What follows belongs to an exercise in optimizing a design on an open flow for small area, a short achievable clock period and few clock cycles per item; a production flow would make more cautious choices. Where RTL was checked, it was by simulation tests only, not by an equivalence proof against the original. For run 1, only the layout was checked, not whether the RTL still works.

## flow/design.v (module list and top-level ports; edited modules follow where they fit)
// module pipelined_alu: 1150 lines
// module pipelined_alu_fa: 4 lines
// module pipelined_alu_ha: 4 lines
// module pipelined_alu_pf: 4 lines
// module pipelined_alu_pg: 3 lines
// module pipelined_alu_x2: 3 lines
module pipelined_alu #(
   parameter int WIDTH   = 32,
   parameter int LATENCY = 2,
   parameter int TAG_W   = 8
) (
   input  logic             clk,
   input  logic             reset,
   input  logic             in_valid,
   output logic             in_ready,
   input  logic [WIDTH-1:0] op_a,
   input  logic [WIDTH-1:0] op_b,
   input  logic [3:0]       opcode,
   input  logic [TAG_W-1:0] in_tag,
   output logic             out_valid,
   input  logic             out_ready,
   output logic [WIDTH-1:0] result,
   output logic [TAG_W-1:0] out_tag,
   output logic             flag_z,
   output logic             flag_c,
   output logic             flag_v,
   output logic             err,
   output logic             busy
);
  // ...
==> flow/flow/run.sh <==
#!/bin/bash
# The standard layout, with the ports buffered by buf_1 cells instead of the delay-type
# buffer that buffer_ports picks by default.
set -euo pipefail
bash standard.sh "BUFFER_PORTS_ARGS=-buffer_cell sky130_fd_sc_hd__buf_1" finish > standard_make.log 2>&1
==> flow/standard.sh <==
#!/bin/bash
# synth_recipe.tcl (not shown) runs the flow's synth.tcl, then flattens the netlist and writes it again
# the make line also repeats each setting of config.mk as NAME=value (left out here)
make -C /OpenROAD-flow-scripts/flow DESIGN_CONFIG=/design/flow/config.mk WORK_HOME=/design/flow/orfs CLKGATE_MAP_FILE= SYNTH_SCRIPT=/design/flow/synth_recipe.tcl "${@:-finish}"
==> flow/config.mk <==
export PLATFORM = sky130hd
export DESIGN_NAME = pipelined_alu
export DESIGN_NICKNAME = pipelined_alu
export VERILOG_FILES = /design/flow/design.v
export SDC_FILE = /design/flow/constraint.sdc
export NUM_CORES = 4
export LEC_CHECK = 0
export CAP_MARGIN = 20
export CORE_MARGIN = 2
export CORE_UTILIZATION = 40
export SETUP_SLACK_MARGIN = 5
export SLEW_MARGIN = 20
export SYNTH_HIERARCHICAL = 1
==> flow/constraint.sdc <==
create_clock -name core_clock -period 10.0 [get_ports {clk}]
set_input_delay 2.0000 -clock core_clock [delete_from_list [all_inputs] [get_ports {clk}]]
set_output_delay 2.0000 -clock core_clock [all_outputs]
set_load 0.01 [all_outputs]
==> flow_summary_export.csv, run 1 <==
group,metric,value,unit
status,status,"finished clean",
detailed_routing,number_of_iterations_in_the_first_detailed_routing_pass,8,
final_layout,signal_buffers,285,
final_layout,seq_area_share,22.2,%
synth,yosys.area_share.adder,22.4,%
floorplanning,initial_utilization,40.6,%
timing,final.period_utilization,52.3,%
synth,synth_top_area_share,24.7,%
setup_path,start_kind,"flop",
grt,grt_pass1_vias,17200,
grt,global_route.usage.met2,39.6,%
setup_path,worst_path_top_cell_family_by_delay,"compound AO/OA/AOI/OAI gates",
final_layout,total_area_of_multi_input_combinational_cells,15000,um^2
synth,yosys_most_used_dff,"sky130_fd_sc_hd__edfxtp_1",
min_path,min_delay_worst_endpoint,"tag2[0]$_DFFE_PP_",
final_layout,buffer_area_share,7.62,%
clock_tree,cts_buffers,17,
grt,grt_pass1_wl,104,mm
setup_path,criticalPathCategory,"reg2out",
detailed_routing,uppermost_layer_routed,"met4",
clock_tree,path_clk_slew,0.08,ns
clock_tree,clkSinkCount,174,
timing,report.final.hold_viol_count,0,
placement,portBuffers,126,
grt,antenna_found_initial,1,
==> run 2: changes to the inputs <==
--- a/flow/design.v
+++ b/flow/design.v
@@ -51,45 +51,43 @@
          ma0[i]  = rsh ? op_a[31-i] ^ fill0 : op_a[i];
          ohot[i] = op_b[4:0] == 5'(i);
       end
    end
    assign bm0 = ({32{is_mul}} & op_b) | ({32{is_sh}} & ohot) | ({32{use_ab0}} & (op_b ^ {32{sub_m}}));
    logic [31:0] ma;
    logic [7:0]  tag1;
    logic [3:0]  op1;
-   logic [15:0] one0, two0, neg0;
-   always_comb begin
-      for (int j = 0; j < 16; j++) begin
-         logic b0, b1, b2;
-         b0 = (j == 0) ? 1'b0 : bm0[2*j-1];
-         b1 = bm0[2*j];
-         b2 = bm0[2*j+1];
-         one0[j] = b1 ^ b0;
-         two0[j] = (b2 & !b1 & !b0) | (!b2 & b1 & b0);
-         neg0[j] = b2;
-      end
-   end
-   logic [15:0] d_one, d_two, d_neg;
+   logic [31:0] bm;
    logic fill1;
    always_ff @(posedge clk) begin
       if (adv) begin
-         ma <= ma0; d_one <= one0; d_two <= two0; d_neg <= neg0; tag1 <= in_tag; op1 <= op;
+         ma <= ma0; bm <= bm0; tag1 <= in_tag; op1 <= op;
          fill1 <= fill0;
       end
    end
    wire use_ab1 = op1 < 4'd5 || op1 == 4'd8 || op1 == 4'd9;
    wire cin1 = op1 == 4'd1 || op1 == 4'd8 || op1 == 4'd9;
-   logic [31:0] bm;
-   always_comb begin
-      for (int j = 0; j < 16; j++) begin
-         bm[2*j+1] = d_neg[j];
-         bm[2*j]   = d_one[j] ^ ((j == 0) ? 1'b0 : d_neg[j-1]);
-      end
-   end
+   logic [15:0] d_one, d_two, d_neg;
+   pipelined_alu_be u_be0 (.b2(bm[1]), .b1(bm[0]), .b0(1'b0), .one(d_one[0]), .two(d_two[0]), .neg(d_neg[0]));
+   pipelined_alu_be u_be1 (.b2(bm[3]), .b1(bm[2]), .b0(bm[1]), .one(d_one[1]), .two(d_two[1]), .neg(d_neg[1]));
+   pipelined_alu_be u_be2 (.b2(bm[5]), .b1(bm[4]), .b0(bm[3]), .one(d_one[2]), .two(d_two[2]), .neg(d_neg[2]));
+   pipelined_alu_be u_be3 (.b2(bm[7]), .b1(bm[6]), .b0(bm[5]), .one(d_one[3]), .two(d_two[3]), .neg(d_neg[3]));
+   pipelined_alu_be u_be4 (.b2(bm[9]), .b1(bm[8]), .b0(bm[7]), .one(d_one[4]), .two(d_two[4]), .neg(d_neg[4]));
+   pipelined_alu_be u_be5 (.b2(bm[11]), .b1(bm[10]), .b0(bm[9]), .one(d_one[5]), .two(d_two[5]), .neg(d_neg[5]));
+   pipelined_alu_be u_be6 (.b2(bm[13]), .b1(bm[12]), .b0(bm[11]), .one(d_one[6]), .two(d_two[6]), .neg(d_neg[6]));
+   pipelined_alu_be u_be7 (.b2(bm[15]), .b1(bm[14]), .b0(bm[13]), .one(d_one[7]), .two(d_two[7]), .neg(d_neg[7]));
+   pipelined_alu_be u_be8 (.b2(bm[17]), .b1(bm[16]), .b0(bm[15]), .one(d_one[8]), .two(d_two[8]), .neg(d_neg[8]));
+   pipelined_alu_be u_be9 (.b2(bm[19]), .b1(bm[18]), .b0(bm[17]), .one(d_one[9]), .two(d_two[9]), .neg(d_neg[9]));
+   pipelined_alu_be u_be10 (.b2(bm[21]), .b1(bm[20]), .b0(bm[19]), .one(d_one[10]), .two(d_two[10]), .neg(d_neg[10]));
+   pipelined_alu_be u_be11 (.b2(bm[23]), .b1(bm[22]), .b0(bm[21]), .one(d_one[11]), .two(d_two[11]), .neg(d_neg[11]));
+   pipelined_alu_be u_be12 (.b2(bm[25]), .b1(bm[24]), .b0(bm[23]), .one(d_one[12]), .two(d_two[12]), .neg(d_neg[12]));
+   pipelined_alu_be u_be13 (.b2(bm[27]), .b1(bm[26]), .b0(bm[25]), .one(d_one[13]), .two(d_two[13]), .neg(d_neg[13]));
+   pipelined_alu_be u_be14 (.b2(bm[29]), .b1(bm[28]), .b0(bm[27]), .one(d_one[14]), .two(d_two[14]), .neg(d_neg[14]));
+   pipelined_alu_be u_be15 (.b2(bm[31]), .b1(bm[30]), .b0(bm[29]), .one(d_one[15]), .two(d_two[15]), .neg(d_neg[15]));
    wire bo0 = d_one[0];
    wire bt0 = d_two[0];
    wire bn0 = d_neg[0];
    wire pp0_0 = (bo0 & ma[0]) ^ bn0;
    wire pp0_1 = ((bo0 & ma[1]) | (bt0 & ma[0])) ^ bn0;
    wire pp0_2 = ((bo0 & ma[2]) | (bt0 & ma[1])) ^ bn0;
    wire pp0_3 = ((bo0 & ma[3]) | (bt0 & ma[2])) ^ bn0;
    wire pp0_4 = ((bo0 & ma[4]) | (bt0 & ma[3])) ^ bn0;
@@ -1161,8 +1159,13 @@
    assign p = ph & pl;
 endmodule
 module pipelined_alu_pg (input logic gh, ph, gl, output logic g);
    assign g = gh | (ph & gl);
 endmodule
 module pipelined_alu_x2 (input logic a, b, output logic y);
    assign y = a ^ b;
 endmodule
+module pipelined_alu_be (input logic b2, b1, b0, output logic one, two, neg);
+   assign one = b1 ^ b0;
+   assign two = (b2 & !b1 & !b0) | (!b2 & b1 & b0);
+   assign neg = b2;
+endmodule
==> run 2 against run 1 <==
Clock skew barely moved. Core utilization rose by 3.5 points. Wire length rose by 5.4%.
==> flow_summary_export.csv, run 2 <==
group,metric,value,unit
status,status,"finished clean",
clock_tree,clk_path_buf_depth,2,
timing,setup-tns-final,0,ns
timing,worst_pin_slew,1.14,ns
timing,timing.slew.headroom,24.2,%
synth,post_synth_main_area_contributors,"sky130_fd_sc_hd__edfxtp_1 (23%), sky130_fd_sc_hd__fa_1 (19%), sky130_fd_sc_hd__xnor2_1 (16%)",
synth,syn-instance-count,1991,
grt,grt_pass1_vias,17100,
synth,post-synth-top-count-cell,"sky130_fd_sc_hd__xnor2_1",
setup_path,critical_path.n_buffers_inverters,2,
synth,synth.ff_latch_count,158,
setup_path,worst_path_largest_cell_delay,0.47,ns
synth,synth_commonest_cells,"sky130_fd_sc_hd__xnor2_1 (367), sky130_fd_sc_hd__a22oi_1 (278), sky130_fd_sc_hd__fa_1 (196)",
synth,syn-cell-area,20400,um^2
synth,yosys_most_used_dff,"sky130_fd_sc_hd__edfxtp_1",
timing,grt_setup_unrepaired,"true",
clock_tree,cts_root_buf,"sky130_fd_sc_hd__clkbuf_16",
synth,synth_top_area_share,23.0,%
synth,yosysUniqueCellTypes,62,
synth,yosysSeqAreaShare,23.2,%
floorplanning,initial_utilization,40.6,%
placement,portBuffers,126,
timing,final.setup_skew,0.0241,ns
placement,place_congestion,0.940,
timing,max_clock_freq,0.189,GHz
grt,grt_util_all_layers,26.5,%
placement,post-dp-hpwl,45.9,mm
setup_path,criticalPathCategory,"reg2out",
floorplanning,core,50300,um^2
floorplanning,io-pin-count,127,
final_layout,syn_to_final_growth,20.7,%
timing,setup-violations-final,0,
clock_tree,cts_tree,"built",
timing,timing.final.crit_period,5.28,ns
setup_path,cp_data_arrival_time,3.28,ns
final_layout,utilization,49.0,%
synth,yosys.area.top_type,"sky130_fd_sc_hd__edfxtp_1",
final_layout,commonest_non_fill_non_tap_cell_in_the_layout,"sky130_fd_sc_hd__xnor2_1",
detailed_routing,detailedRoute.firstIterationViolations,2031,
setup_path,cp_cell_sequence,"and2_4 > a21o_4 > a21o_4 > a21o_4 > buf_12 > a21o_4 > a21o_1 > a211oi_2 > o211ai_1 > nand2_2 > nor3_1 > and4_1 > buf_2",
detailed_routing,avgViaCountPerCell,6.15,
synth,synth-async-reset-ratio,0,%
flow_run,max-cap-violations,0,
final_layout,number_of_nets_in_the_finished_design,2486,
final_layout,layout_common_cells,"sky130_fd_sc_hd__xnor2_1 (354), sky130_fd_sc_hd__a22oi_1 (265), sky130_fd_sc_hd__fa_1 (175)",
grt,overflow,0,
timing,final.period_utilization,52.8,%
clock_tree,clkSinkCount,158,
floorplanning,fp-row-count,82,
detailed_routing,drc,0,
detailed_routing,totalWireLength,72.2,mm
detailed_routing,detailed_route_via_count,17400,
clock_tree,ctsHtreeMaxLevel,4,
setup_path,critical_path_required,8.00,ns
grt,grt_max_degree,88,
clock_tree,path_clk_slew,0.08,ns
synth,synth_enable_flop_cells,156,
final_layout,drive_above_1_share,20.8,%
detailed_routing,final_antenna_net_count,0,
synth,synthesized_area_per_cell,10.2,um^2
synth,number_of_warnings_issued_by_yosys,7,
setup_path,start_kind,"flop",
timing,finalHoldWorstSlack,0.410,ns
floorplanning,fp.dieH,230,um
clock_tree,cts_buffers,17,
setup_path,worstSetupEndpointType,"primary output",
timing,report.final.hold_viol_count,0,
setup_path,worst_path_top_cell_family_by_delay,"compound AO/OA/AOI/OAI gates",
detailed_routing,number_of_iterations_in_the_first_detailed_routing_pass,7,
floorplanning,chipWidth,230,um
clock_tree,clock_latency,0.47,ns
setup_path,cpMostUsedCell,"sky130_fd_sc_hd__a21o_4",
final_layout,antenna-diode-count,0,
min_path,worstHoldPathType,"reg2reg",
detailed_routing,avgRoutedWirePerCell,25.5,um
timing,maxSlewViolCount,0,
floorplanning,dieArea,52800,um^2
setup_path,cpMaxStageDelayCell,"sky130_fd_sc_hd__edfxtp_1",
setup_path,crit_fanout,5,
grt,antenna_found_initial,0,
clock_tree,cts_hold_repair.buffers,0,
grt,grt_pass1_wl,106,mm
==> run 2: cell types whose count changed in the layout (fill, tap and decap cells not counted), moves of 21 or more <==
cell	before	now
sky130_fd_sc_hd__fa_1	196	175
sky130_fd_sc_hd__fa_2	0	21
sky130_fd_sc_hd__o21ai_1	52	17
sky130_fd_sc_hd__xor2_1	76	52
sky130_fd_sc_hd__a22oi_1	287	265
sky130_fd_sc_hd__o21ai_0	66	98
==> run 2: final cells by class <==
type	instances	area, um^2
clock inverters	15	209
inverters	3	11.3
flip-flops and latches	158	4720
multi-input cells	1616	15500
fillers	4626	25600
repair buffers	353	2950
clock buffers	17	425
well taps	672	841
==> run 2: what timing repair did <==
item / in CTS / in global routing
pin swaps: 36 / 94
buffers inserted: 86 / 76
resized for setup: 106 / 114
endpoints found under the hold margin: 0 / 0
endpoints found under the setup margin: 63 / 52
cloned: 16 / 2
==> run 2: cells by family (layout without fill, tap and decap cells) <==
group	after synthesis	in the layout	share of synthesized area, %
compound gates	585	585	20.6
xor+xnor	433	433	18.6
fa+ha+maj	257	257	23.0
buf+inv	219	388	4.46
flops	158	158	23.2
mux	62	62	3.42
other cells	1	3	0.0184
simple gates	276	276	6.75
==> run 2: routing by layer <==
metal | wire length, um | vias to the layer above | part of all wire [%] | track usage [%]
met5 | 0 | - | 0 | 0
met4 | 4010 | 0 | 5.5 | 13.6
met3 | 6840 | 230 | 9.5 | 5.53
met2 | 32400 | 1064 | 45 | 41.1
met1 | 29000 | 8683 | 40 | 34.8
li1 | - | 7465 | - | -
==> run 2: metrics by stage <==
stage | instance area [um^2] | setup WS (ns) | std cells
detailed placement | 21300 | 4.17 | 2621
global placement | 21200 | 4.17 | 2620
CTS | 23400 | 4.75 | 2755
finish | 24600 | 4.72 | 2834
floorplan | 20400 | 4.84 | 1993
global route | 24600 | 4.64 | 2834
==> run 2: final timing paths <==
kind                                 startpoint              end  slack [ns]  cells after the start
worst max-delay path             p[2]$_DFFE_PP_           flag_z        4.72                     13
worst min-delay path            fill1$_DFFE_PP_   fill$_DFFE_PP_        0.41                      0
worst max register to register  bm[9]$_DFFE_PP_  p[31]$_DFFE_PP_        5.03                     14
worst min register to register  fill1$_DFFE_PP_   fill$_DFFE_PP_        0.41                      0
==> run 2: per-module statistics from Yosys (local to each module, per instance) <==
| module | copies in the design | cells inside | flip-flops and latches | area (um^2) |
|---|---|---|---|---|
| pipelined_alu | 1 | 1526 | 158 | 14300 |
| pipelined_alu_be | 16 | 5 | 0 | 38.8 |
| pipelined_alu_fa | 196 | 1 | 0 | 20.0 |
| pipelined_alu_ha | 29 | 1 | 0 | 12.5 |
| pipelined_alu_pf | 49 | 2 | 0 | 13.8 |
| pipelined_alu_pg | 32 | 1 | 0 | 7.51 |
| pipelined_alu_x2 | 30 | 1 | 0 | 8.76 |
Testbench counts of run 2, summed over its fixed seeds: cycles 16,016, items 16,000.
==> run 3: changes to the inputs <==
--- a/flow/config.mk
+++ b/flow/config.mk
@@ -10,3 +10,3 @@
 export CORE_UTILIZATION = 40
-export SETUP_SLACK_MARGIN = 5
+export SETUP_SLACK_MARGIN = 4.75
 export SLEW_MARGIN = 20
==> run 3 against run 2 <==
Still clean. Area after synthesis unchanged. Final cell count fell by 1.9%. First-iteration DRC count is 3.5% higher. Clock skew is essentially flat. Critical endpoint is now result[0]. Largest cell class unchanged.
==> flow_summary_export.csv, run 3 <==
group,metric,value,unit
timing,timing.final.crit_period,5.20,ns
setup_path,crit_fanout,7,
timing,final.period_utilization,52.0,%
synth,yosys.area_share.adder,23.0,%
grt,grt_max_degree,77,
setup_path,cp_data_arrival_time,3.20,ns
synth,yosysUniqueCellTypes,62,
clock_tree,clk_path_buf_depth,2,
placement,post-dp-hpwl,46.2,mm
timing,finalHoldWorstSlack,0.420,ns
min_path,worstHoldPathType,"reg2reg",
status,status,"finished clean",
detailed_routing,avgViaCountPerCell,6.13,
min_path,hold_depth,0,
detailed_routing,detailedRoute.firstIterationViolations,2103,
floorplanning,initial_utilization,40.6,%
final_layout,final_area,23600,um^2
clock_tree,clkSinkCount,158,
clock_tree,ctsHtreeMaxLevel,4,
detailed_routing,drc,0,
synth,syn-cell-area,20400,um^2
timing,max_clock_freq,0.192,GHz
synth,synth_top_area_share,23.0,%
synth,dominant_combinational_cell_family_by_area_after_synthesis,"adder cells",
timing,maxSlewViolCount,0,
timing,setup-violations-final,0,
grt,grt_util_all_layers,25.9,%
floorplanning,chipWidth,230,um
floorplanning,fp-row-count,82,
setup_path,cpMaxStageDelayCell,"sky130_fd_sc_hd__edfxtp_1",
final_layout,ff_latch_area,4720,um^2
clock_tree,cts_buffers,17,
setup_path,worst_path_top_cell_family_by_delay,"compound AO/OA/AOI/OAI gates",
final_layout,syn_to_final_growth,15.7,%
setup_path,timing.reg2reg.worst_path_depth,14,
synth,synthesized_area_per_cell,10.2,um^2
clock_tree,cts_tree,"built",
timing,report.final.hold_viol_count,0,
synth,muxShareOfSynthArea,3.42,%
setup_path,path_depth,13,
synth,post-synth-top-count-cell,"sky130_fd_sc_hd__xnor2_1",
placement,place_congestion,0.922,
setup_path,critical_path.n_buffers_inverters,2,
synth,synth-async-reset-ratio,0,%
detailed_routing,number_of_iterations_in_the_first_detailed_routing_pass,7,
grt,overflow,0,
setup_path,start_kind,"flop",
timing,timing.slew.headroom,19.0,%
synth,synth.ff_latch_count,158,
synth,synth_compound_area_share,20.6,%
timing,setup-tns-final,0,ns
synth,post_synth_xor_area_fraction,18.6,%
flow_run,max-cap-violations,0,
synth,syn-instance-count,1991,
final_layout,post_layout_nonfiller_instances,2780,
placement,portBuffers,126,
setup_path,critical_path_required,8.00,ns
synth,yosys.area.top_type,"sky130_fd_sc_hd__edfxtp_1",
timing,final.setup_skew,0.0239,ns
synth,synth_commonest_cells,"sky130_fd_sc_hd__xnor2_1 (367), sky130_fd_sc_hd__a22oi_1 (278), sky130_fd_sc_hd__fa_1 (196)",
synth,yosys_most_used_dff,"sky130_fd_sc_hd__edfxtp_1",
grt,grt_pass1_wl,104,mm
clock_tree,clock_latency,0.47,ns
final_layout,commonest_non_fill_non_tap_cell_in_the_layout,"sky130_fd_sc_hd__xnor2_1",
final_layout,utilization,47.0,%
final_layout,fillerInstances,4667,
floorplanning,io-pin-count,127,
detailed_routing,final_antenna_net_count,0,
detailed_routing,detailed_route_via_count,17000,
placement,post_dp_cell_area,21300,um^2
final_layout,total_area_of_multi_input_combinational_cells,15100,um^2
setup_path,worst_path_largest_cell_delay,0.44,ns
synth,synth_simple_gate_area_share,6.75,%
floorplanning,core,50300,um^2
floorplanning,fp.dieH,230,um
floorplanning,dieArea,52800,um^2
detailed_routing,avgRoutedWirePerCell,25.3,um
synth,number_of_warnings_issued_by_yosys,7,
placement,placed_cells,2622,
setup_path,worstSetupEndpointType,"primary output",
setup_path,cpMostUsedCell,"sky130_fd_sc_hd__a21o_1",
clock_tree,path_clk_slew,0.07,ns
timing,grt_setup_unrepaired,"true",
setup_path,criticalPathCategory,"reg2out",
final_layout,layout_common_cells,"sky130_fd_sc_hd__xnor2_1 (362), sky130_fd_sc_hd__a22oi_1 (278), sky130_fd_sc_hd__fa_1 (195)",
synth,synth_enable_flop_cells,156,
synth,post_synth_main_area_contributors,"sky130_fd_sc_hd__edfxtp_1 (23%), sky130_fd_sc_hd__fa_1 (19%), sky130_fd_sc_hd__xnor2_1 (16%)",
synth,yosysSeqAreaShare,23.2,%
grt,antenna_found_initial,0,
final_layout,number_of_nets_in_the_finished_design,2431,
final_layout,drive_above_1_share,15.4,%
detailed_routing,totalWireLength,70.4,mm
grt,grt_pass1_vias,16700,
timing,worst_pin_slew,1.22,ns
setup_path,cp_cell_sequence,"and2_1 > a21o_1 > a21o_4 > a21o_1 > buf_12 > a21o_4 > a21o_1 > a211oi_2 > o211ai_1 > nand2_2 > a21oi_2 > o211ai_1 > buf_2",
clock_tree,cts_hold_repair.buffers,0,
clock_tree,cts_root_buf,"sky130_fd_sc_hd__clkbuf_16",
## run 3: path summary, 6_finish.rpt
kind,to,from,slack [ns]
setup / recovery,result[0],p[2]$_DFFE_PP_,4.80
hold / removal,tag2[2]$_DFFE_PP_,tag1[2]$_DFFE_PP_,0.42
setup reg to reg,p[31]$_DFFE_PP_,bm[8]$_DFFE_PP_,4.88
hold reg to reg,tag2[2]$_DFFE_PP_,tag1[2]$_DFFE_PP_,0.42
## run 3: cell type report
cell class / count / share of cell area [%]
Inverter: 3 / 0.0477
Multi-Input combinational cell: 1616 / 63.9
Clock inverter: 14 / 0.747
Clock buffer: 18 / 1.82
Antenna cell: 1 / 0.0106
Tap cell: 672 / 3.56
Timing Repair Buffer: 298 / 9.90
Sequential cell: 158 / 20.0
## run 3: logic make-up (layout without fill, tap and decap cells)
family,Yosys count,count (layout)
other,1,4
xor gates and xnor gates,433,433
muxes,62,62
DFF,158,158
and+or+nand+nor,276,276
AOI/OAI and AO/OA,585,585
buffers and inverters,219,333
adders and majority gates,257,257
## run 3: metal layers
layer  track usage (%)  vias up  wire (um)
li1                  -     7359          -
met1              35.4     8484      29000
met2              40.6     1013      32200
met3              4.74      179       6160
met4              10.5        0       3000
met5                 0        -          0
## run 3: modules after synthesis (local to each module, per instance)
module	cells	area, um^2
pipelined_alu	1526	14300
pipelined_alu_be	5	38.8
pipelined_alu_fa	1	20.0
pipelined_alu_ha	1	12.5
pipelined_alu_pf	2	13.8
pipelined_alu_pg	1	7.51
pipelined_alu_x2	1	8.76
## run 3: what timing repair did
item | in CTS | in global routing
setup buffers | 61 | 48
pin swaps | 11 | 37
cloned | 7 | 9
endpoints found under the setup margin | 38 | 27
resized for setup | 55 | 60
## run 3: per-stage QoR
| step | setup slack (ns) |
|---|---|
| final | 4.80 |
| after global routing | 4.69 |
| after CTS | 4.73 |
| after detailed placement | 4.28 |
| after global placement | 4.29 |
| after floorplan | 4.84 |
==> run 4: changes to the inputs <==
--- a/flow/config.mk
+++ b/flow/config.mk
@@ -10,3 +10,3 @@
 export CORE_UTILIZATION = 40
-export SETUP_SLACK_MARGIN = 4.75
+export SETUP_SLACK_MARGIN = 4.5
 export SLEW_MARGIN = 20
==> run 4 against run 3 <==
Area after synthesis is the same. Non-clock buffer count down 61. Critical path depth stayed put. Worst hold slack about the same. Maximum frequency fell by 3.1%. Design area decreased by 4.4%. Sequential cell count unchanged. Core utilization fell by 2.1 points. Via count decreased by 3.2%. Final cell count decreased by 2.2%.
==> flow_summary_export.csv, run 4 <==
group,metric,value,unit
grt,grt_pass1_wl,101,mm
setup_path,worstSetupEndpointType,"primary output",
clock_tree,cts_tree,"built",
final_layout,final_area,22600,um^2
min_path,hold_depth,0,
synth,syn-cell-area,20400,um^2
floorplanning,core,50300,um^2
synth,synth.ff_latch_count,158,
grt,grt_max_degree,77,
timing,setup-violations-final,0,
placement,post-dp-hpwl,46.2,mm
detailed_routing,detailed_route_via_count,16500,
grt,grt_pass1_vias,16300,
setup_path,start_kind,"flop",
placement,post_dp_cell_area,21300,um^2
setup_path,criticalPathCategory,"reg2out",
clock_tree,cts_hold_repair.buffers,0,
setup_path,critical_path.n_buffers_inverters,2,
final_layout,commonest_non_fill_non_tap_cell_in_the_layout,"sky130_fd_sc_hd__xnor2_1",
timing,report.final.hold_viol_count,0,
synth,synth_enable_flop_cells,156,
floorplanning,dieArea,52800,um^2
detailed_routing,final_antenna_net_count,0,
timing,worst_pin_slew,1.18,ns
clock_tree,clkSinkCount,158,
final_layout,syn_to_final_growth,10.6,%
clock_tree,clk_path_buf_depth,2,
synth,post-synth-top-count-cell,"sky130_fd_sc_hd__xnor2_1",
synth,synth_commonest_cells,"sky130_fd_sc_hd__xnor2_1 (367), sky130_fd_sc_hd__a22oi_1 (278), sky130_fd_sc_hd__fa_1 (196)",
clock_tree,cts_buffers,17,
setup_path,cpMostUsedCell,"sky130_fd_sc_hd__a21o_1",
final_layout,layout_common_cells,"sky130_fd_sc_hd__xnor2_1 (367), sky130_fd_sc_hd__a22oi_1 (278), sky130_fd_sc_hd__fa_1 (196)",
floorplanning,fp-row-count,82,
timing,timing.slew.headroom,21.5,%
placement,portBuffers,126,
setup_path,cp_data_arrival_time,3.37,ns
clock_tree,path_clk_slew,0.08,ns
floorplanning,io-pin-count,127,
synth,yosysSeqAreaShare,23.2,%
detailed_routing,number_of_iterations_in_the_first_detailed_routing_pass,8,
setup_path,critical_path_required,8.00,ns
timing,final.period_utilization,53.7,%
final_layout,fillerInstances,4789,
synth,yosysUniqueCellTypes,62,
timing,max_clock_freq,0.186,GHz
synth,syn-instance-count,1991,
grt,antenna_found_initial,0,
placement,place_congestion,0.922,
timing,setup-tns-final,0,ns
timing,grt_setup_unrepaired,"true",
synth,synthesized_area_per_cell,10.2,um^2
setup_path,timing.reg2reg.worst_path_depth,14,
synth,number_of_warnings_issued_by_yosys,7,
setup_path,regToRegSetupSlack,4.67,ns
timing,final.setup_skew,0.0227,ns
setup_path,crit_fanout,19,
grt,overflow,0,
floorplanning,chipWidth,230,um
final_layout,number_of_nets_in_the_finished_design,2370,
floorplanning,initial_utilization,40.6,%
flow_run,max-cap-violations,0,
setup_path,worst_path_largest_cell_delay,0.53,ns
clock_tree,clock_latency,0.47,ns
clock_tree,cts_root_buf,"sky130_fd_sc_hd__clkbuf_16",
timing,timing.final.crit_period,5.37,ns
final_layout,drive_above_1_share,12.0,%
grt,grt_util_all_layers,24.9,%
setup_path,worst_path_top_cell_family_by_delay,"compound AO/OA/AOI/OAI gates",
detailed_routing,totalWireLength,67.0,mm
timing,maxSlewViolCount,0,
setup_path,path_depth,13,
setup_path,cp_cell_sequence,"and2_4 > a21o_4 > a21o_1 > a21o_1 > buf_6 > a21o_4 > a21o_1 > a211oi_1 > o211ai_1 > nand2_1 > a21oi_1 > o211ai_1 > buf_2",
detailed_routing,avgViaCountPerCell,6.07,
timing,timing.final.ws_setup,4.63,ns
status,status,"finished clean",
synth,yosys.area.top_type,"sky130_fd_sc_hd__edfxtp_1",
setup_path,cpMaxStageDelayCell,"sky130_fd_sc_hd__edfxtp_1",
clock_tree,ctsHtreeMaxLevel,4,
min_path,worstHoldPathType,"reg2reg",
synth,post_synth_main_area_contributors,"sky130_fd_sc_hd__edfxtp_1 (23%), sky130_fd_sc_hd__fa_1 (19%), sky130_fd_sc_hd__xnor2_1 (16%)",
synth,synth-async-reset-ratio,0,%
detailed_routing,avgRoutedWirePerCell,24.6,um
placement,dp_slack,4.28,ns
detailed_routing,drc,0,
synth,yosys_most_used_dff,"sky130_fd_sc_hd__edfxtp_1",
floorplanning,fp.dieH,230,um
detailed_routing,detailedRoute.firstIterationViolations,1876,
timing,finalHoldWorstSlack,0.420,ns
synth,synth_top_area_share,23.0,%
==> run 4: what timing repair did <==
action | in CTS | in global routing
buffers inserted | 10 | 52
setup endpoints to repair | 14 | 13
pin swaps | 1 | 7
resized for setup | 14 | 32
cloned | 0 | 2
hold endpoints to repair | 0 | 0
==> run 4: cells by family (layout without fill, tap and decap cells) <==
group / after synthesis / count (layout) / synth area share, %
DFF: 158 / 158 / 23.2
AOI/OAI and AO/OA: 585 / 585 / 20.6
other: 1 / 4 / 0.0184
adders and majority gates: 257 / 257 / 23.0
muxes: 62 / 62 / 3.42
and+or+nand+nor: 276 / 276 / 6.75
xor gates and xnor gates: 433 / 433 / 18.6
buffers and inverters: 219 / 272 / 4.46
==> run 4: area by class of cell <==
type	instances	area (um^2)	share of cell area [%]
clock buffers	18	429	1.90
multi-input cells	1616	14900	66.0
repair buffers	237	1480	6.55
diodes	1	2.50	0.0111
flip-flops and latches	158	4720	20.9
well taps	672	841	3.73
clock inverters	14	176	0.782
inverters	3	11.3	0.0499
==> run 4: final timing paths <==
path,endpoint,start
worst max-delay path,result[0],p[10]$_DFFE_PP_
worst min-delay path,tag2[2]$_DFFE_PP_,tag1[2]$_DFFE_PP_
worst max register to register,p[31]$_DFFE_PP_,bm[11]$_DFFE_PP_
worst min register to register,tag2[2]$_DFFE_PP_,tag1[2]$_DFFE_PP_
==> run 4: per-module statistics from Yosys (local to each module, per instance) <==
module / cell area (um^2) / cells inside
pipelined_alu_pf: 13.8 / 2
pipelined_alu_be: 38.8 / 5
pipelined_alu_pg: 7.51 / 1
pipelined_alu: 14300 / 1526
pipelined_alu_ha: 12.5 / 1
pipelined_alu_fa: 20.0 / 1
pipelined_alu_x2: 8.76 / 1
==> run 4: through the flow <==
step,util [%],std cells
global placement,42.2,2620
global route,44.9,2718
finish,44.9,2719
detailed placement,42.3,2622
CTS,43.7,2664
floorplan,-,1993
==> run 4: per-layer routing <==
metal  global-route usage [%]  routed length [um]  vias up  part of all wire (%)
met5                        0                   0        -                     0
met2                     38.9               30700      924                    46
li1                         -                   -     7219                     -
met4                     10.2                2470        0                   3.7
met3                     3.88                5700      141                   8.5
met1                     34.5               28100     8210                    42
==> run 5: changes to the inputs <==
--- a/flow/config.mk
+++ b/flow/config.mk
@@ -9,3 +9,4 @@
 export CORE_MARGIN = 2
-export CORE_UTILIZATION = 40
+export CORE_UTILIZATION = 55
+export PLACE_DENSITY = 0.75
 export SETUP_SLACK_MARGIN = 4.5
==> run 5 against run 4 <==
Die area is 27% lower. Global-route usage is 8.7 points higher. Count of clock-buffer cells in the layout is 1 lower. Clock skew is 0.0066 ns lower. Critical path depth is 3 lower. Worst setup slack better by 0.0074 ns. Via count is 1.7% higher. Critical endpoint is now result[14]. Highest routed layer unchanged.
==> flow_summary_export.csv, run 5 <==
group,metric,value,unit
final_layout,commonest_non_fill_non_tap_cell_in_the_layout,"sky130_fd_sc_hd__xnor2_1",
grt,antenna_found_initial,0,
synth,yosys.area.top_type,"sky130_fd_sc_hd__edfxtp_1",
synth,number_of_warnings_issued_by_yosys,7,
detailed_routing,detailed_route_via_count,16800,
timing,setup-tns-final,0,ns
clock_tree,ctsHtreeMaxLevel,4,
final_layout,antenna-diode-count,0,
floorplanning,dieArea,38700,um^2
setup_path,reg2reg_from,"bm[10]$_DFFE_PP_",
setup_path,crit_fanout,17,
flow_run,max-cap-violations,0,
setup_path,cp_data_arrival_time,3.36,ns
synth,yosys_most_used_dff,"sky130_fd_sc_hd__edfxtp_1",
setup_path,critical_path_required,8.00,ns
timing,final.setup_skew,0.0161,ns
detailed_routing,number_of_iterations_in_the_first_detailed_routing_pass,8,
detailed_routing,totalWireLength,65.3,mm
detailed_routing,avgViaCountPerCell,6.75,
clock_tree,clkSinkCount,158,
floorplanning,chipWidth,197,um
grt,grt_pass1_wl,98.2,mm
synth,syn-instance-count,1991,
placement,dp_slack,4.21,ns
status,status,"finished clean",
final_layout,fillerInstances,3025,
final_layout,utilization,60.3,%
final_layout,syn_to_final_growth,8.25,%
detailed_routing,final_antenna_net_count,0,
clock_tree,cts_root_buf,"sky130_fd_sc_hd__clkbuf_16",
timing,timing.slew.headroom,16.8,%
grt,grt_pass1_vias,16200,
clock_tree,path_clk_slew,0.07,ns
setup_path,start_kind,"flop",
synth,syn-cell-area,20400,um^2
setup_path,regToRegSetupSlack,4.70,ns
synth,post-synth-top-count-cell,"sky130_fd_sc_hd__xnor2_1",
timing,maxSlewViolCount,0,
min_path,min_delay_worst_endpoint,"tag2[6]$_DFFE_PP_",
clock_tree,clk_path_buf_depth,2,
timing,timing.final.crit_period,5.36,ns
final_layout,ff_latch_area,4720,um^2
synth,synth_enable_flop_cells,156,
grt,grt_util_all_layers,33.7,%
placement,place_congestion,0.974,
setup_path,worstSetupEndpointType,"primary output",
clock_tree,clock_latency,0.45,ns
detailed_routing,detailedRoute.firstIterationViolations,2115,
final_layout,total_area_of_multi_input_combinational_cells,14900,um^2
floorplanning,fp-row-count,70,
timing,final.period_utilization,53.6,%
detailed_routing,drc,0,
clock_tree,cts_tree,"built",
clock_tree,cts_hold_repair.buffers,0,
grt,overflow,0,
floorplanning,core,36600,um^2
timing,timing.final.ws_setup,4.64,ns
min_path,worst_hold_startpoint,"tag1[6]$_DFFE_PP_",
final_layout,post_layout_nonfiller_instances,2483,
setup_path,timing.reg2reg.worst_path_depth,14,
setup_path,regToRegEndpoint,"p[31]$_DFFE_PP_",
synth,synth_commonest_cells,"sky130_fd_sc_hd__xnor2_1 (367), sky130_fd_sc_hd__a22oi_1 (278), sky130_fd_sc_hd__fa_1 (196)",
placement,placed_cells,2417,
synth,yosysSeqAreaShare,23.2,%
synth,yosysUniqueCellTypes,62,
final_layout,layout_common_cells,"sky130_fd_sc_hd__xnor2_1 (367), sky130_fd_sc_hd__a22oi_1 (278), sky130_fd_sc_hd__fa_1 (196)",
placement,post-dp-hpwl,45.4,mm
synth,synthesized_area_per_cell,10.2,um^2
min_path,worstHoldPathType,"reg2reg",
floorplanning,initial_utilization,55.7,%
synth,post_synth_main_area_contributors,"sky130_fd_sc_hd__edfxtp_1 (23%), sky130_fd_sc_hd__fa_1 (19%), sky130_fd_sc_hd__xnor2_1 (16%)",
timing,grt_setup_unrepaired,"false",
timing,setup-violations-final,0,
min_path,hold_depth,0,
timing,report.final.hold_viol_count,0,
synth,synth_top_area_share,23.0,%
setup_path,criticalPathCategory,"reg2out",
detailed_routing,avgRoutedWirePerCell,26.3,um
clock_tree,cts_buffers,17,
final_layout,drive_above_1_share,10.5,%
synth,synth-async-reset-ratio,0,%
placement,portBuffers,126,
synth,synth.ff_latch_count,158,
final_layout,number_of_nets_in_the_finished_design,2339,
floorplanning,io-pin-count,127,
timing,max_clock_freq,0.187,GHz
grt,grt_max_degree,85,
timing,worst_pin_slew,1.25,ns
floorplanning,fp.dieH,197,um
[run 5: logic make-up after synthesis]
group	count (synthesis)	share of synthesized area, %
flip-flops	158	23.2
buffers and inverters	219	4.46
other	1	0.0184
adder cells (fa/ha/maj)	257	23.0
multiplexers	62	3.42
AO/OA/AOI/OAI	585	20.6
XOR/XNOR	433	18.6
AND/OR/NAND/NOR	276	6.75
[run 5: worst max path at each step]
stage | from | end | slack, ns | cells past startpoint
floorplan | out_ready | in_ready | 4.84 | 1
global placement | bm[11]$_DFFE_PP_ | p[31]$_DFFE_PP_ | 4.25 | 15
detailed placement | bm[11]$_DFFE_PP_ | p[31]$_DFFE_PP_ | 4.21 | 15
CTS | bm[3]$_DFFE_PP_ | p[31]$_DFFE_PP_ | 4.50 | 15
global route | bm[5]$_DFFE_PP_ | p[31]$_DFFE_PP_ | 4.51 | 14
finish | p[6]$_DFFE_PP_ | result[14] | 4.64 | 10
[run 5: modules after synthesis (local to each module, per instance)]
module / flip-flops and latches / cells / copies in the design / cell area, um^2
pipelined_alu_pg: 0 / 1 / 32 / 7.51
pipelined_alu_pf: 0 / 2 / 49 / 13.8
pipelined_alu_ha: 0 / 1 / 29 / 12.5
pipelined_alu_fa: 0 / 1 / 196 / 20.0
pipelined_alu_x2: 0 / 1 / 30 / 8.76
pipelined_alu: 158 / 1526 / 1 / 14300
pipelined_alu_be: 0 / 5 / 16 / 38.8
[run 5: what timing repair did]
| item | in CTS | in global routing |
|---|---|---|
| pin swaps | 0 | 2 |
| buffers inserted | 4 | 25 |
| gates resized for setup | 13 | 24 |
| setup endpoints to repair | 29 | 14 |
| cloned | 0 | 3 |
[run 5: critical path, stage by stage (launching register included)]
cell and delay [ns]:
sky130_fd_sc_hd__edfxtp_1 0.55, sky130_fd_sc_hd__and2_1 0.24, sky130_fd_sc_hd__and2_1 0.16, sky130_fd_sc_hd__a21o_4 0.27
sky130_fd_sc_hd__a21o_4 0.31, sky130_fd_sc_hd__a21o_1 0.19, sky130_fd_sc_hd__xnor2_1 0.36, sky130_fd_sc_hd__xnor2_1 0.11
sky130_fd_sc_hd__a222oi_1 0.30, sky130_fd_sc_hd__o21ai_0 0.23, sky130_fd_sc_hd__buf_1 0.19
[run 5: routing by layer]
metal	share of wire, %	up-vias	routed length, um	GRT usage [%]
met5	0	-	0	0
met4	5.6	0	3680	16.1
met3	9.0	215	5870	5.56
met2	47	1054	30900	55.0
met1	38	8338	24800	43.9
li1	-	7162	-	-
[run 5: through the flow]
| stage | area (um^2) | hold WS, ns |
|---|---|---|
| final | 22100 | 0.425 |
| after global routing | 22100 | 0.429 |
| after CTS | 21700 | 0.424 |
| after detailed placement | 21000 | 0.405 |
| after global placement | 21000 | 0.400 |
| after floorplan | 20400 | 0.400 |
[run 5: area by class of cell]
cell class	instances	area share (%)
Clock inverter	15	0.872
Multi-Input combinational cell	1616	67.4
Tap cell	468	2.65
Timing Repair Buffer	206	5.71
Sequential cell	158	21.4
Clock buffer	17	1.93
Inverter	3	0.0510

==> what the ideal ports hide <==
The flow's constraints put no driver on any port. The routed layouts listed below were extracted and timed again, unchanged, in two steps. Step 1: set_driving_cell puts a clkbuf_16 on clk and a buf_2 on each other input, an assumption about the parent block. Step 2, shift: input delay + t, output delay - t, t = (earliest + latest rising clock arrival at the registers) / 2. This alone moves slack from input paths to output paths. a / b / c = no drivers / after step 1 / after step 2; a / b = the first two.
run | t (ns) | setup slack, ns | latest minus earliest clock arrival (ns)
run 1 | 0.514 | 4.773 / 4.717 / 5.091 | 0.024 / 0.024
run 2 | 0.506 | 4.716 / 4.665 / 5.027 | 0.024 / 0.025
run 3 | 0.510 | 4.799 / 4.745 / 4.876 | 0.024 / 0.024
run 4 | 0.512 | 4.634 / 4.577 / 4.668 | 0.023 / 0.023
run 5 | 0.495 | 4.641 / 4.588 / 4.697 | 0.016 / 0.016
After both steps every run listed still meets setup and hold.
